Context: an optimization exercise on an open-source flow, tuned for small area and a short achievable clock period. The choices shown serve that exercise and are no tape-out recipe.
The RTL was checked by simulation tests, not by an equivalence proof against the original design.
Power and IR drop assume default switching activity.

File: design.v
package fetch_pkg;
  localparam logic [31:0] NOP               = 32'h0000_0000;
  localparam int          DEFAULT_MEM_DEPTH = 128;
endpackage
module imem_bit (
  input  logic clk,
  input  logic we,
  input  logic hold,
  input  logic wr_data,
  output logic q
);
  always_ff @(posedge clk) begin
    q <= (q & hold) | (wr_data & we);
  end
endmodule
module imem_pre3 (
  input  logic       en,
  input  logic [2:0] a,
  output logic [7:0] y
);
  always_comb begin
    for (int j = 0; j < 8; j++) y[j] = en && (a == j[2:0]);
  end
endmodule
module imem_pre4 (
  input  logic [3:0]  a,
  output logic [15:0] y
);
  always_comb begin
    for (int j = 0; j < 16; j++) y[j] = (a == j[3:0]);
  end
endmodule
module imem_and2 (
  input  logic hi,
  input  logic lo,
  output logic y
);
  assign y = hi && lo;
endmodule
module imem_nand2r (
  input  logic hi,
  input  logic lo,
  output logic y
);
  assign y = !(hi && lo);
endmodule
module imem_wdec (
  input  logic         en,
  input  logic [6:0]   addr,
  output logic [127:0] we,
  output logic [127:0] hold
);
  logic [7:0]  hi;
  logic [15:0] lo;
  imem_pre3 u_hi (.en(en), .a(addr[6:4]), .y(hi));
  imem_pre4 u_lo (.a(addr[3:0]), .y(lo));
  genvar r;
  generate
    for (r = 0; r < 128; r++) begin : g_r
      imem_and2   u_we   (.hi(hi[r / 16]), .lo(lo[r % 16]), .y(we[r]));
      imem_nand2r u_hold (.hi(hi[r / 16]), .lo(lo[r % 16]), .y(hold[r]));
    end
  endgenerate
endmodule
module imem_rdec (
  input  logic [6:0]   addr,
  output logic [127:0] sel
);
  logic [7:0]  hi;
  logic [15:0] lo;
  imem_pre3 u_hi (.en(1'b1), .a(addr[6:4]), .y(hi));
  imem_pre4 u_lo (.a(addr[3:0]), .y(lo));
  genvar r;
  generate
    for (r = 0; r < 128; r++) begin : g_r
      imem_and2 u_sel (.hi(hi[r / 16]), .lo(lo[r % 16]), .y(sel[r]));
    end
  endgenerate
endmodule
module imem_or8 (
  input  logic [7:0] a,
  input  logic [7:0] b,
  output logic       y
);
  assign y = |(a & b);
endmodule
module imem_nand2 (
  input  logic [1:0] a,
  output logic       y
);
  assign y = !(&a);
endmodule
module imem_nor2 (
  input  logic [1:0] a,
  output logic       y
);
  assign y = !(|a);
endmodule
module imem_oai21 (
  input  logic [1:0] a,
  input  logic       en,
  output logic       y
);
  assign y = !((|a) & en);
endmodule
module imem_nand3 (
  input  logic [2:0] a,
  output logic       y
);
  assign y = !(&a);
endmodule
module imem_col (
  input  logic [127:0] sel,
  input  logic [127:0] bits,
  input  logic         cap,
  input  logic         q,
  input  logic         hold,
  output logic         d
);
  logic [15:0] l2;    
  logic [7:0]  l3;    
  logic [3:0]  l4;    
  logic [1:0]  l5;    
  logic        qh_n;
  genvar i;
  generate
    for (i = 0; i < 16; i++) begin : g_l2
      imem_or8 u (.a(sel[8*i +: 8]), .b(bits[8*i +: 8]), .y(l2[i]));
    end
    for (i = 0; i < 8; i++) begin : g_l3
      imem_nor2 u (.a(l2[2*i +: 2]), .y(l3[i]));
    end
    for (i = 0; i < 4; i++) begin : g_l4
      imem_nand2 u (.a(l3[2*i +: 2]), .y(l4[i]));
    end
    for (i = 0; i < 2; i++) begin : g_l5
      imem_oai21 u (.a(l4[2*i +: 2]), .en(cap), .y(l5[i]));
    end
  endgenerate
  imem_nand2 u_qh (.a({q, hold}), .y(qh_n));
  imem_nand3 u_l6 (.a({qh_n, l5}), .y(d));
endmodule
module instruction_fetch_stage (
  input  logic        Clk,
  input  logic        Reset,
  input  logic [31:0] PCResult,
  input  logic        Stall,
  input  logic        Flush,
  input  logic        ProgWrEn,
  input  logic [6:0]  ProgAddr,
  input  logic [31:0] ProgData,
  output logic [31:0] Instruction,
  output logic [31:0] FetchPC,
  output logic [31:0] PCPlus4,
  output logic        Valid,
  output logic        Fault,
  output logic [31:0] FetchCount
);
  logic [31:0] instr_q;
  logic [31:0] fetch_pc_q;
  logic [31:2] pc_plus4_q;    
  logic [31:0] count_q;
  logic        valid_q;
  logic        fault_q;
  logic bad, update, capture, load_pc, set_fault;
  assign bad       = (PCResult[1:0] != 2'b00) || (PCResult[31:9] != 23'd0);
  assign update    = !fault_q && (Flush || !Stall);    
  assign capture   = update && !Flush && !bad;
  assign load_pc   = update && (Flush || !bad);
  assign set_fault = update && !Flush && bad;
  logic [127:0] wr_we, wr_hold;
  logic [127:0] rd_sel;
  logic [127:0] col_bits [32];
  logic [31:0]  instr_d;
  imem_wdec u_wdec (
    .en   (ProgWrEn && !Reset),
    .addr (ProgAddr),
    .we   (wr_we),
    .hold (wr_hold)
  );
  imem_rdec u_rdec (
    .addr (PCResult[8:2]),
    .sel  (rd_sel)
  );
  genvar r, b;
  generate
    for (r = 0; r < 128; r++) begin : g_row
      for (b = 0; b < 32; b++) begin : g_bit
        imem_bit u_bit (
          .clk     (Clk),
          .we      (wr_we[r]),
          .hold    (wr_hold[r]),
          .wr_data (ProgData[b]),
          .q       (col_bits[b][r])
        );
      end
    end
    for (b = 0; b < 32; b++) begin : g_col
      imem_col u_col (
        .sel  (rd_sel),
        .bits (col_bits[b]),
        .cap  (capture),
        .q    (instr_q[b]),
        .hold (!update),
        .d    (instr_d[b])
      );
    end
  endgenerate
  always_ff @(posedge Clk or posedge Reset) begin
    if (Reset) begin
      instr_q    <= 32'h0000_0000;
      fetch_pc_q <= 32'h0000_0000;
      pc_plus4_q <= 30'd0;
      count_q    <= 32'h0000_0000;
      valid_q    <= 1'b0;
      fault_q    <= 1'b0;
    end else begin
      instr_q <= instr_d;
      if (update) valid_q <= capture;
      if (load_pc) begin
        fetch_pc_q <= PCResult;
        pc_plus4_q <= PCResult[31:2] + 30'd1;
      end
      if (capture) count_q <= count_q + 32'd1;
      if (set_fault) fault_q <= 1'b1;
    end
  end
  assign Instruction = instr_q;
  assign FetchPC     = fetch_pc_q;
  assign PCPlus4     = {pc_plus4_q, fetch_pc_q[1:0]};
  assign Valid       = valid_q;
  assign Fault       = fault_q;
  assign FetchCount  = count_q;
endmodule
File: flow/run.sh
#!/bin/bash
# Own layout flow: the standard ORFS flow (standard.sh, synthesis
# unchanged) with one difference: the buffers that buffer_ports puts on every
# input and output port are sky130_fd_sc_hd__buf_4 instead of the cell the
# resizer picks by default (a clkdlybuf4s50_1 delay buffer). Every port still
# gets its own buffer. The full make output goes to flow_make.log here; ORFS
# keeps each tool's log under orfs/logs/.
set -euo pipefail
cd "$(dirname "$0")/.."
bash standard.sh 'BUFFER_PORTS_ARGS=-buffer_cell sky130_fd_sc_hd__buf_4' finish > flow_make.log 2>&1
File: standard.sh
#!/bin/bash
# synth_recipe.tcl (not shown) runs the flow's synth.tcl, then flattens the netlist and writes it again
# the make line also repeats each setting of config.mk as NAME=value (left out here)
make -C /OpenROAD-flow-scripts/flow DESIGN_CONFIG=/design/flow/config.mk WORK_HOME=/design/flow/orfs CLKGATE_MAP_FILE= SYNTH_SCRIPT=/design/flow/synth_recipe.tcl "${@:-finish}"
File: config.mk
export PLATFORM = sky130hd
export DESIGN_NAME = instruction_fetch_stage
export DESIGN_NICKNAME = instruction_fetch_stage
export VERILOG_FILES = /design/flow/design.v
export SDC_FILE = /design/flow/constraint.sdc
export NUM_CORES = 4
export LEC_CHECK = 0
export CAP_MARGIN = 20
export CORE_MARGIN = 2
export CORE_UTILIZATION = 60
export CTS_CLUSTER_DIAMETER = 80
export CTS_CLUSTER_SIZE = 24
export PLACE_DENSITY = 0.66
export SETUP_SLACK_MARGIN = 3.1
export SLEW_MARGIN = 20
export SYNTH_HIERARCHICAL = 1
export SYNTH_MINIMUM_KEEP_SIZE = 0
export TNS_END_PERCENT = 5
File: constraint.sdc
create_clock -name core_clock -period 6.0 [get_ports {Clk}]
set_input_delay 1.2000 -clock core_clock [delete_from_list [all_inputs] [get_ports {Clk}]]
set_output_delay 1.2000 -clock core_clock [all_outputs]
set_load 0.01 [all_outputs]
==> results.yml, run 1 <==
outcome:
  status: "no timing/DRC/antenna violations"
clock_network:
  cts_made_buffers: 196
  clockRootBuffer: "clkbuf_16"
  clkLatencyLatePin_ns: 0.90
  cts_tree: "yes"
  hold_buffers: 0
  cts_sinks: 4224
  h-tree-depth: 4
  cts.clk_slew.worst_paths_ns: 0.10
  clockBufferDepth: 3
global_routing:
  grt_pass1_vias: 120673
  grt_start_max_net_pins: 103
  grt-ovfl-total: 0
  grt_pass1_wl_mm: 836.0
  antenna_found_initial: 34
  track_usage_pct: 44.62
yosys:
  syn-instance-count: 12092
  synth_flop_cell: "dfxtp_1"
  ys_seq_area_share_pct: 58.05
  synth_top_family_by_area: "compound AO/OA/AOI/OAI gates"
  netlist_area_um2: 146800
  synthAdderAreaFrac_pct: 0.01705
  synth.distinct_cells: 43
  yosys.area_share.simple_pct: 5.658
  ys_seq_elements: 4224
  ys.warnings.count: 11
  synth_xor_area_share_pct: 0.3521
  muxShareOfSynthArea_pct: 0.6103
  synth-compound-area-share_pct: 35.15
  synth_edf_count: 0
  async_reset_ff_share_pct: 3.030
  syn-mean-instance-area_um2: 12.14
detailed_routing:
  routedWlPerCell_um: 35.44
  vias: 127356
  drc: 0
  wl_mm: 583.3
  viasPerCell: 7.738
  firstDrtPassIters: 7
  drtIter0Drc: 18467
  detail-route-antenna-nets: 0
setup_path:
  cp_slowest_cell: "nand4_1"
  critPathMaxStageDelay_ns: 0.39
  worst_setup_path_start_kind: "primary input"
  reg2reg_from: "fault_q"
  crit_chain: "buf_16, buf_12, and4b_4, buf_4, and2_4, buf_4, a22oi_1, nand4_1, nor2_2, nand2_2, o21ai_4, nand3_1"
  cp.arrival_ns: 4.05
  crit_top_cell: "buf_4"
  critical_path_class: "primary input to flip-flop"
  reg2reg_slack_ns: 3.64
  cp.required_ns: 6.76
  r2r-end: "fetch_pc_q[11]"
  startpoint: "PCResult[3]"
  rr_worst_depth: 5
  crit_path_end_kind: "flip-flop"
  crit_fanout: 18
power:
  p_leak_nw: 63.66
  ir_drop_uv: 299.8
  power_per_cell_area_nw_per_um2: 294.6
floorplan:
  ios: 206
  die-height_um: 498.6
  die_area_um2: 248600
  initial_core_util_pct: 60.35
  row_count: 181
  core_region_area_um2: 243200
  fp.dieW_um: 498.6
timing:
  finClkSkew_ns: 0.04586
  drv_slew: 0
  worst_pin_slew_ns: 1.284
  hold_viol_final: 0
  fmax_ghz: 0.3036
  rsz0062_at_grt: "true"
  finalSetupViolCount: 0
  fin_setup_tns_ns: 0
  min_period_ns: 3.294
  max_slew_margin_pct: 14.42
  fin_crit_sh_pct: 54.89
hold_path:
  hold_path.class: "primary input to async pin"
finish:
  layout.nets: 13244
  final_cell_mix: "a22o_1 (4096), dfxtp_1 (4096), a22oi_1 (2002)"
  fin_cells: 16458
  drive_above_1_share_pct: 12.10
  syn_to_final_growth_pct: 13.11
placement:
  port_buffers: 205
  gp_congestion: 0.9627
  dp_cells: 16037
  dpl.hpwl_mm: 349.5
job:
  cap_viol_max_count: 0
[kinds of logic (layout without fill, tap and decap cells)]
logic type | count (synthesis) | in the layout
other cells | 1 | 41
fa+ha+maj | 2 | 2
flops | 4224 | 4224
buf+inv | 30 | 1143
mux | 63 | 63
compound gates | 6212 | 6212
xor+xnor | 59 | 59
simple gates | 1501 | 1512
[state kept, by name, indices dropped and copies added, names as in the netlist]
register / cells
fetch_pc_q: 32
valid_q: 1
pc_plus4_q: 30
count_q: 32
g_row.g_bit.u_bit.q: 4096
instr_q: 32
fault_q: 1
[synthesized netlist by cell type (10+ instances only)]
master	instances	share of area (%)
a22o_1	4096	24
a22oi_1	2048	10
and2_1	259	1.1
and3_1	12	0.051
and4_1	11	0.066
and4bb_1	10	0.085
buf_6	14	0.11
dfrtp_1	128	2.2
dfxtp_1	4096	56
mux2_4	50	0.51
nand2_1	304	0.78
nand3_1	55	0.19
nand4_1	536	2.3
nor2_1	261	0.67
o21ai_1	64	0.22
xnor2_1	53	0.32
[critical path: cells and delay by family]
kind | cells | cell delay [ns]
compound gates | 2 | 0.53
buf+inv | 4 | 0.69
simple gates | 6 | 1.60
[report_power, final]
part,switching (W),leakage (nW),total [W],internal [W]
clock,0.00891,2.66,0.0152,0.00633
combinational,0.00156,26.1,0.00323,0.00167
sequential,0.000867,34.9,0.0304,0.0296
total,0.0113,63.7,0.0489,0.0376
[worst max path at each step]
stage	endpoint	slack [ns]	depth (start not counted)
floorplan	count_q[1]	1.85	5
global placement	instr_q[14]	0.73	10
detailed placement	instr_q[2]	0.85	11
CTS	instr_q[24]	2.85	11
global route	g_row[88].g_bit[26].u_bit.q	2.92	6
finish	instr_q[30]	2.71	12
[repair_timing]
item | 4_1_cts | 5_1_grt
endpoints found under the setup margin | 3289 | 181
gates resized for setup | 531 | 109
pin swaps | 142 | 98
endpoints found under the hold margin | 0 | 0
buffers inserted | 51 | 55
cloned | 17 | 10
[area by class of cell]
type                       instances  area [um2]
multi-input combinational       7856       63260
clock buffer                     240        5269
inverter                           3       15.01
antenna                           33       82.58
fill                           18086       77210
sequential                      4224       85200
clock inverter                    15       178.9
timing repair buffer             885        8003
tap                             3202        4006
[through the flow]
stage          util, %  hold slack (ns)  area, um2  power [W]  worst slack [ns]
2_1_floorplan        -           0.4560     146800    0.03254             1.853
3_3_place_gp     64.41           0.4657     156700    0.03393            0.7341
3_5_place_dp     64.47           0.4681     156800    0.03412            0.8528
4_1_cts          67.80           0.2904     164900    0.04875             2.846
5_1_grt          68.24           0.2958     166000    0.05012             2.920
6_report         68.26           0.2943     166000    0.04891             2.706
[per-layer routing]
| layer | GRT usage, % | vias to the layer above | part of all wire [%] |
|---|---|---|---|
| met3 | 12.84 | 1721 | 13 |
| li1 | - | 52573 | - |
| met5 | 0 | - | 0.022 |
| met2 | 64.66 | 9153 | 42 |
| met1 | 56.98 | 63889 | 37 |
| met4 | 31.96 | 20 | 8.3 |
[Yosys stat by module, one instance, submodules excluded, excerpt]
module / cells / cell area (um2) / copies in the design
imem_nor2: 1 / 3.754 / 256
imem_rdec: 1 / 3.754 / 1
imem_oai21: 1 / 5.005 / 64
imem_or8: 5 / 36.28 / 512
imem_nand2r: 1 / 3.754 / 128
instruction_fetch_stage: 387 / 5454 / 1
==> inputs of run 2 (changes only) <==
--- a/config.mk
+++ b/config.mk
@@ -7,12 +7,11 @@
 export LEC_CHECK = 0
 export CAP_MARGIN = 20
 export CORE_MARGIN = 2
-export CORE_UTILIZATION = 60
+export CORE_UTILIZATION = 55
 export CTS_CLUSTER_DIAMETER = 80
 export CTS_CLUSTER_SIZE = 24
-export PLACE_DENSITY = 0.66
-export SETUP_SLACK_MARGIN = 3.1
+export SETUP_SLACK_MARGIN = 3.4
 export SLEW_MARGIN = 20
 export SYNTH_HIERARCHICAL = 1
 export SYNTH_MINIMUM_KEEP_SIZE = 0
-export TNS_END_PERCENT = 5
+export TNS_END_PERCENT = 10
==> run 2 against run 1 <==
Flip-flop and latch count unchanged. Worst setup slack better by 0.28 ns. Maximum frequency up 9.1%. Hold slack better by 0.042 ns. Power up 0.83%. Die area up 9.0%. Area after synthesis unchanged. Critical path depth down 6. Register-to-register slack worse by 0.08 ns. Final cell count up 2.7%. Core utilization down 4.1 points. Cell area up 2.6%. Critical endpoint is now g_row[39].g_bit[12].u_bit.q. Largest power group unchanged.
==> results.yml, run 2 <==
clock_network:
  h-tree-depth: 4
  cts_sinks: 4224
  cts.clk_slew.worst_paths_ns: 0.09
  clockRootBuffer: "clkbuf_16"
  cts_tree: "yes"
  clkLatencyLatePin_ns: 0.97
  cts_made_buffers: 200
  clockBufferDepth: 4
setup_path:
  cp.arrival_ns: 3.91
  crit_fanout: 17
  reg2reg_slack_ns: 3.56
  worst_setup_path_start_kind: "primary input"
  critical_path_class: "primary input to flip-flop"
  cp.required_ns: 6.89
  rr_worst_depth: 6
  crit_path_end_kind: "flip-flop"
power:
  combPwrFrac_pct: 6.8
  switching_power_w: 0.01162
  p_leak_nw: 65.00
  p_seq_share_pct: 61.7
  p_int_w: 0.03770
  power_per_cell_area_nw_per_um2: 289.5
  swShare_pct: 23.55
  clkPwrFrac_pct: 31.5
  ir_drop_uv: 265.5
yosys:
  ys_seq_elements: 4224
  ys.warnings.count: 11
  synth_top_area_share_pct: 55.87
  yosysTopAreaCell: "dfxtp_1"
  netlist_area_um2: 146800
  syn-instance-count: 12092
  synth_edf_count: 0
  netlist_top_cells_count: "a22o_1 (4096), dfxtp_1 (4096), a22oi_1 (2048), nand4_1 (536), nand2_1 (304)"
  synth_flop_cell: "dfxtp_1"
  syn-mean-instance-area_um2: 12.14
  synth.distinct_cells: 43
  ys_seq_area_share_pct: 58.05
  async_reset_ff_share_pct: 3.030
  synth.area.top_cells: "dfxtp_1 (56%), a22o_1 (24%), a22oi_1 (10%)"
timing:
  fin_crit_sh_pct: 50.30
  drv_slew: 0
  max_slew_margin_pct: 12.10
  hold_viol_final: 0
  fmax_ghz: 0.3313
  finalSetupViolCount: 0
  rsz0062_at_grt: "true"
  worst_pin_slew_ns: 1.318
  min_period_ns: 3.018
  setup_slack_ns: 2.982
  finClkSkew_ns: 0.05104
  fin_setup_tns_ns: 0
global_routing:
  grt-ovfl-total: 0
  antenna_found_initial: 37
  grt_pass1_wl_mm: 879.4
  grt_pass1_vias: 121161
  track_usage_pct: 43.56
  grt_start_max_net_pins: 129
finish:
  final_cell_mix: "a22o_1 (4096), dfxtp_1 (4096), a22oi_1 (1913)"
  drive_above_1_share_pct: 14.46
  top_register: "g_row.g_bit.u_bit.q"
  layout.nets: 13371
  syn_to_final_growth_pct: 16.05
  largest_register_ffs: 4096
floorplan:
  die-height_um: 520.6
  row_count: 189
  core_region_area_um2: 265300
  ios: 206
  die_area_um2: 271000
  fp.dieW_um: 520.6
  initial_core_util_pct: 55.32
detailed_routing:
  wl_mm: 616.6
  viasPerCell: 7.586
  drc: 0
  routedWlPerCell_um: 36.48
  detail-route-antenna-nets: 0
  drtIter0Drc: 17596
  firstDrtPassIters: 7
  vias: 128228
hold_path:
  hold_path.class: "primary input to async pin"
outcome:
  status: "no timing/DRC/antenna violations"
placement:
  gp_congestion: 0.9235
  dp_slack_ns: 0.4460
  dpl.hpwl_mm: 356.6
  port_buffers: 205
job:
  cap_viol_max_count: 0
-- run 2: power groups by stage --
stage / Sequential, W / Clock (W) / Combinational [W]
finish: 0.0304 / 0.0155 / 0.00334
global route: 0.0306 / 0.0165 / 0.00347
CTS: 0.0304 / 0.0155 / 0.00327
detailed placement: 0.0310 / 0 / 0.00311
global placement: 0.0309 / 0 / 0.00301
floorplan: 0.0309 / 0 / 0.00166
-- run 2: worst paths after layout --
| path | from | to |
|---|---|---|
| setup / recovery | ProgAddr[3] | g_row[39].g_bit[12].u_bit.q |
| hold / removal | Reset | count_q[16] |
| setup reg to reg | fault_q | instr_q[22] |
| hold reg to reg | count_q[31] | count_q[31] |
| max in group asynchronous | Reset | instr_q[11] |
| min in group core_clock | count_q[31] | count_q[31] |
-- run 2: cell families after synthesis --
family          share of synthesized area, %
compound gates                         35.15
buf+inv                               0.1594
xor+xnor                              0.3521
other cells                         0.002555
mux                                   0.6103
simple gates                           5.658
fa+ha+maj                            0.01705
flops                                  58.05
-- run 2: critical path, cell delays in order --
cell     delay (ns)
buf_4          0.19
and4b_1        0.60
buf_4          0.51
and2_1         0.75
buf_4          0.43
a22o_1         0.17
-- run 2: per-layer routing --
layer	GRT usage, %	share of wire, %
met1	58.51	39
met2	60.68	41
met3	12.99	13
met4	28.24	7.6
met5	0	0.015
-- run 2: area by class of cell --
class | instances | area (um2)
Antenna cell | 22 | 55.05
Clock buffer | 249 | 5375
Clock inverter | 9 | 118.9
Fill cell | 20804 | 94990
Inverter | 3 | 15.01
Multi-Input combinational cell | 7861 | 64370
Sequential cell | 4224 | 85230
Tap cell | 3533 | 4420
Timing Repair Buffer | 1003 | 10760
-- run 2: modules after synthesis, one instance, submodules excluded, excerpt --
module / copies in the design / flip-flops and latches
imem_pre3: 2 / 0
imem_nand2r: 128 / 0
imem_and2: 256 / 0
imem_pre4: 2 / 0
imem_rdec: 1 / 0
imem_or8: 512 / 0
imem_oai21: 64 / 0
instruction_fetch_stage: 1 / 128
imem_nand2: 160 / 0
imem_bit: 4096 / 1
imem_nor2: 256 / 0
-- run 2: stage by stage --
| step | cells | util [%] | area (um2) | power [W] | hold WS [ns] |
|---|---|---|---|---|---|
| floorplan | 12099 | - | 146900 | 0.03254 | 0.4498 |
| global placement | 16362 | 59.23 | 157200 | 0.03395 | 0.4645 |
| detailed placement | 16364 | 59.26 | 157200 | 0.03414 | 0.4659 |
| CTS | 16880 | 64.14 | 170200 | 0.04921 | 0.2977 |
| global route | 16891 | 64.19 | 170300 | 0.05058 | 0.3530 |
| finish | 16904 | 64.20 | 170300 | 0.04932 | 0.3358 |
-- run 2: what timing repair did --
item,CTS,global route
pin swaps,381,7
setup buffers,183,2
resized for setup,1140,28
setup endpoints to repair,1246,913
endpoints found under the hold margin,0,0
hold buffers,0,0
gates cloned,75,0

[static timing again, ports no longer ideal]
The results above use ideal ports. As a check the final layouts listed here were re-extracted and re-timed, cells and wires unchanged.
Step 1: set_driving_cell puts a clkbuf_16 on Clk and a buf_2 on each other input, an assumption about the parent block.
Step 2 adds t to the input delays and takes it off the output delays; t is the mean of the earliest and latest rising clock arrival at the registers after step 1. Input paths then give back, and output paths get back, about the clock's delay inside the block.
a / b / c = ideal / step 1 / step 2; a / b = the first two.
| run | shift t [ns] | setup WS [ns] | pins driven straight from the clock port |
|---|---|---|---|
| run 1 | 0.985 | 2.706 / 2.567 / 1.582 | 1 |
| run 2 | 1.053 | 2.982 / 2.834 / 1.781 | 1 |
After both steps setup and hold are still met in every run listed. For run 2, which loses most, drivers alone change the setup slack by -0.148 ns; drivers and shift together by -1.201 ns.
